This is an optimization exercise on Yosys and OpenROAD, whose aim is small area, a short achievable clock period and few clock cycles per item, not a production implementation. Only simulation tests tie the RTL to the original design; equivalence was not proved. No activity file was given, so power comes from the tool's default toggle rates.

==> flow/design.v <==
`default_nettype none
package tidq_pkg;
    localparam int DEPTH_DEF    = 16;
    localparam int ID_WIDTH_DEF = 16;
    localparam int CMD_W  = 3;
    localparam int STAT_W = 2;
    localparam int POS_W  = 4;
    localparam logic [CMD_W-1:0] CMD_PUSH_FRONT = 3'd0;
    localparam logic [CMD_W-1:0] CMD_PUSH_BACK  = 3'd1;
    localparam logic [CMD_W-1:0] CMD_POP_FRONT  = 3'd2;
    localparam logic [CMD_W-1:0] CMD_POP_BACK   = 3'd3;
    localparam logic [CMD_W-1:0] CMD_REMOVE     = 3'd4;
    localparam logic [CMD_W-1:0] CMD_FIND       = 3'd5;
    localparam logic [STAT_W-1:0] ST_OK    = 2'd0;
    localparam logic [STAT_W-1:0] ST_EMPTY = 2'd1;
    localparam logic [STAT_W-1:0] ST_FULL  = 2'd2;
    typedef enum logic [1:0] {
        S_IDLE,
        S_EXEC,
        S_SCAN,
        S_RESP
    } state_t;
    typedef enum logic [1:0] {
        CELL_HOLD,
        CELL_SHIFT_LEFT,
        CELL_SHIFT_RIGHT,
        CELL_WRITE
    } cell_op_t;
    typedef struct packed {
        cell_op_t op;
        logic     wr;
    } cell_ctl_t;
endpackage
`default_nettype wire
`default_nettype none
module thread_id_deque_with_keyed_removal (
    input  wire logic        clk,
    input  wire logic        rst_n,
    input  wire logic        cmd_valid,
    output logic             cmd_ready,
    input  wire logic [2:0]  cmd,
    input  wire logic [15:0] thread_id,
    output logic             rsp_valid,
    input  wire logic        rsp_ready,
    output logic      [1:0]  status,
    output logic      [15:0] result_id,
    output logic      [3:0]  position,
    output logic      [4:0]  entry_count
);
    localparam int N = 16;
    localparam int W = 16;
    logic          x_v;
    logic [2:0]    x_cmd;
    logic [W-1:0]  x_key;
    logic [N-1:0]  e;           
    logic          f_pf, f_pfnf, f_pb, f_of, f_ob, f_rm, f_fd;
    logic [W-1:0]  st [N];
    logic [4:0]    count;
    logic [N-1:0]  vld;
    logic          o_v;
    logic [21:0]   o_word;
    logic          ofree, fire, accept;
    logic          x_v_n;
    logic          g_pf, g_pfnf, g_pb, g_of, g_ob, g_rm, g_fd;
    logic [2:0]    cmd_n;
    logic [N-1:0]  pb_oh, tail_oh;
    logic [N-1:0]  lm;
    logic [N-1:0]  sl, sr, sk, sh;
    logic [N-1:0]  eq_raw, e_next;
    logic          eq_w;
    logic          full, empty, found, inc, dec;
    logic [W-1:0]  tail_val;
    logic [3:0]    pos;
    logic [N-1:0]  vld_next;
    logic [4:0]    cnt_next;
    logic [1:0]    x_stat;
    logic [W-1:0]  x_id;
    logic [3:0]    x_pos;
    logic [21:0]   x_word;
    assign ofree     = !o_v || rsp_ready;
    assign fire      = x_v && ofree;
    assign cmd_ready = !x_v || ofree;
    assign accept    = cmd_valid && cmd_ready;
    assign g_pf   = f_pf && ofree;
    assign g_pfnf = f_pfnf && ofree;
    assign g_pb   = f_pb && ofree;
    assign g_of   = f_of && ofree;
    assign g_ob   = f_ob && ofree;
    assign g_rm   = f_rm && ofree;
    assign g_fd   = f_fd && ofree;
    assign full  = vld[N-1];
    assign empty = !vld[0];
    always_comb
    begin
        for (int i = 0; i < N; i++)
        begin
            pb_oh[i]   = (i == 0) ? !vld[0] : (vld[(i + N - 1) % N] && !vld[i]);
            tail_oh[i] = (i == N - 1) ? vld[i] : (vld[i] && !vld[(i + 1) % N]);
        end
        for (int i = 0; i < N; i++)
            lm[i] = |(e & N'((32'd2 << i) - 32'd1));
    end
    assign found = lm[N-1];
    assign pos[3] = !lm[7];
    assign pos[2] = (!lm[3] && lm[7]) || !lm[11];
    assign pos[1] = (!lm[1] && lm[3]) || (!lm[5] && lm[7]) || (!lm[9] && lm[11]) || !lm[13];
    assign pos[0] = (!lm[0] && lm[1]) || (!lm[2] && lm[3]) || (!lm[4] && lm[5]) || (!lm[6] && lm[7])
                 || (!lm[8] && lm[9]) || (!lm[10] && lm[11]) || (!lm[12] && lm[13]) || !lm[14];
    always_comb
    begin
        tail_val = '0;
        for (int i = 0; i < N; i++)
            tail_val = tail_val | ({W{tail_oh[i]}} & st[i]);
    end
    always_comb
    begin
        for (int i = 0; i < N; i++)
        begin
            sl[i] = g_of || (g_rm && lm[i]);
            sr[i] = g_pfnf && (i != 0);
            sk[i] = (g_pfnf && (i == 0)) || (g_pb && pb_oh[i]);
            sh[i] = !(sl[i] || sr[i] || sk[i]);
        end
    end
    for (genvar i = 0; i < N; i++)
    begin : g_eq
        assign eq_raw[i] = st[i] == thread_id;
    end
    assign eq_w = x_key == thread_id;
    always_comb
    begin
        for (int i = 0; i < N; i++)
        begin
            logic k0, kl, kr;
            k0 = sh[i] && vld[i] && !(g_ob && tail_oh[i]);
            kr = sr[i] && vld[(i + N - 1) % N];
            kl = sl[i] && (i != N - 1) && vld[(i + 1) % N];
            e_next[i] = (sk[i] && eq_w)
                     || (kr && eq_raw[(i + N - 1) % N])
                     || (kl && eq_raw[(i + 1) % N])
                     || (k0 && eq_raw[i]);
        end
    end
    assign inc = g_pfnf || (g_pb && !full);
    assign dec = ((g_of || g_ob) && !empty) || (g_rm && found);
    always_comb
    begin
        logic [4:0] cnt_up, cnt_dn;
        cnt_up = count + 5'd1;
        cnt_dn = count - 5'd1;
        for (int i = 0; i < N; i++)
        begin
            if (inc)
                vld_next[i] = (i == 0) ? 1'b1 : vld[(i + N - 1) % N];
            else if (dec)
                vld_next[i] = (i == N - 1) ? 1'b0 : vld[(i + 1) % N];
            else
                vld_next[i] = vld[i];
        end
        cnt_next = inc ? cnt_up : dec ? cnt_dn : count;
    end
    always_comb
    begin
        x_stat[1] = (g_pf || g_pb) && full;
        x_stat[0] = ((g_of || g_ob) && empty) || ((g_rm || g_fd) && !found);
        x_id      = ({W{g_of && !empty}} & st[0])
                  | ({W{g_ob && !empty}} & tail_val)
                  | ({W{(g_rm || g_fd) && found}} & x_key);
        x_pos     = {4{(g_rm || g_fd) && found}} & pos;
        x_word    = {x_stat, x_id, x_pos};
    end
    for (genvar i = 0; i < N; i++)
    begin : g_slot
        logic [W-1:0] r_in, l_in, k_in;
        if (i == N - 1)
        begin : g_last
            assign r_in = '0;
        end
        else
        begin : g_mid_r
            assign r_in = st[i+1];
        end
        if (i == 0)
        begin : g_first
            assign l_in = '0;
        end
        else
        begin : g_mid_l
            assign l_in = st[i-1];
        end
        assign k_in = x_key;
        always_ff @(posedge clk)
        begin
            st[i] <= ({W{sh[i]}} & st[i]) | ({W{sl[i]}} & r_in) | ({W{sr[i]}} & l_in) | ({W{sk[i]}} & k_in);
        end
    end
    always_comb
    begin
        x_v_n = accept || (x_v && !fire);
        cmd_n = accept ? cmd : x_cmd;
    end
    always_ff @(posedge clk or negedge rst_n)
    begin
        if (!rst_n)
        begin
            x_v     <= 1'b0;
            o_v     <= 1'b0;
            count   <= '0;
            vld     <= '0;
            f_pf    <= 1'b0;
            f_pfnf  <= 1'b0;
            f_pb    <= 1'b0;
            f_of    <= 1'b0;
            f_ob    <= 1'b0;
            f_rm    <= 1'b0;
            f_fd    <= 1'b0;
        end
        else
        begin
            x_v     <= x_v_n;
            o_v     <= fire || (o_v && !rsp_ready);
            if (fire)
            begin
                count <= cnt_next;
                vld   <= vld_next;
            end
            f_pf    <= x_v_n && (cmd_n == 3'd0);
            f_pfnf  <= x_v_n && (cmd_n == 3'd0) && !(fire ? vld_next[N-1] : vld[N-1]);
            f_pb    <= x_v_n && (cmd_n == 3'd1);
            f_of    <= x_v_n && (cmd_n == 3'd2);
            f_ob    <= x_v_n && (cmd_n == 3'd3);
            f_rm    <= x_v_n && (cmd_n == 3'd4);
            f_fd    <= x_v_n && (cmd_n == 3'd5);
        end
    end
    always_ff @(posedge clk)
    begin
        if (accept)
        begin
            x_cmd <= cmd;
            x_key <= thread_id;
            e     <= e_next;
        end
        if (fire)
            o_word <= x_word;
    end
    assign rsp_valid   = o_v;
    assign status      = o_word[21:20];
    assign result_id   = o_word[19:4];
    assign position    = o_word[3:0];
    assign entry_count = count;
endmodule
`default_nettype wire
clock: 5.0 ns
lec_check: 0
cap_margin: 20
core_margin: 2
core_utilization: 50
cts_cluster_diameter: 70
cts_cluster_size: 25
setup_slack_margin: 2.6
slew_margin: 20
tns_end_percent: 20
standard.sh (not shown) runs the stock make flow with config.mk's settings and CLKGATE_MAP_FILE= SYNTH_SCRIPT=/design/flow/synth_recipe.tcl, a recipe that flattens the netlist after the stock synthesis.
==> flow/flow/run.sh <==
#!/bin/bash
set -euo pipefail
export BUFFER_PORTS_ARGS="-buffer_cell sky130_fd_sc_hd__buf_4"
export REMOVE_ABC_BUFFERS=1
bash standard.sh > standard.log 2>&1
The baseline completed with no timing, DRC or antenna violations.
Testbench counts at the start, summed over its fixed seeds: cycles 4,816, items 4,800.
Change:
--- a/flow/config.mk
+++ b/flow/config.mk
@@ -8,8 +8,8 @@
 export CAP_MARGIN = 20
 export CORE_MARGIN = 2
-export CORE_UTILIZATION = 50
+export CORE_UTILIZATION = 45
 export CTS_CLUSTER_DIAMETER = 70
 export CTS_CLUSTER_SIZE = 25
 export SETUP_SLACK_MARGIN = 2.6
 export SLEW_MARGIN = 20
-export TNS_END_PERCENT = 20
+export TNS_END_PERCENT = 10
Result: The new run went through all stages and came out clean; total power goes down slightly; clock-buffer cell count goes up by 2; setup slack gets worse by 0.052 ns; die area goes up by roughly a tenth; non-clock buffer count goes down by 4; sequential share of layout area hardly moves; fmax goes down slightly.
Change:
--- a/flow/config.mk
+++ b/flow/config.mk
@@ -13,3 +13,3 @@
 export SETUP_SLACK_MARGIN = 2.6
 export SLEW_MARGIN = 20
-export TNS_END_PERCENT = 10
+export TNS_END_PERCENT = 20
=>
- The changed run passed the timing, design-rule and antenna checks
- core utilization is higher by 0.39 points
- combinational power hardly moves
- critical path depth falls by 2
- fmax increases by 3.6%
- synthesized cell count does not change
- global-route usage rose by 0.43 points
- setup slack gets better by 0.091 ns
- area after synthesis does not change
Change:
==> flow/run.sh (new file) <==
#!/bin/bash
# synth_recipe.tcl (not shown) runs the flow's synth.tcl, then flattens the netlist and writes it again
# the make line also repeats each setting of config.mk as NAME=value (left out here)
make -C /OpenROAD-flow-scripts/flow DESIGN_CONFIG=/design/flow/config.mk WORK_HOME=/design/flow/orfs CLKGATE_MAP_FILE= SYNTH_SCRIPT=/design/flow/synth_recipe.tcl finish
removed: flow/flow/run.sh
removed: flow/standard.sh
Hold slack improved by 0.18 ns.
First-iteration DRC count shrinks by a few percent.
Non-clock buffer count grows by 29.

-- separate check: timing with driven ports --
Ports are ideal in the flow. The routed layouts listed here were re-timed in OpenROAD.
Step 1 sets driving cells, clkbuf_16 on the clock port and buf_2 on the other inputs (assumed; they add their load-dependent delay and slew).
Step 2, shift: input delay + t, output delay - t, t = (earliest + latest rising clock arrival at the registers) / 2. This alone moves slack from input paths to output paths.
a / b / c = ideal / step 1 / step 2; a / b = the first two.
| run | shift t [ns] | setup WS [ns] | hold WS [ns] | worst register clock-pin slew, ns | worst slew at a driven data input, ns |
|---|---|---|---|---|---|
| the first run | 0.643 | 2.402 / 2.402 / 1.787 | 0.314 / 0.283 / 0.485 | 0.10 / 0.10 | 0.08 |
| the second run | 0.661 | 2.351 / 2.351 / 1.822 | 0.308 / 0.275 / 0.468 | 0.09 / 0.09 | 0.05 |
| the third run | 0.660 | 2.442 / 2.431 / 1.836 | 0.303 / 0.272 / 0.468 | 0.10 / 0.10 | 0.05 |
| the fourth run | 0.667 | 2.363 / 2.363 / 1.900 | 0.483 / 0.483 / 0.483 | 0.09 / 0.09 | 0.06 |
After both steps setup and hold are still met in every run listed. For the first run, which loses most, drivers alone change the setup slack by 0.000 ns; drivers and shift together by -0.615 ns.
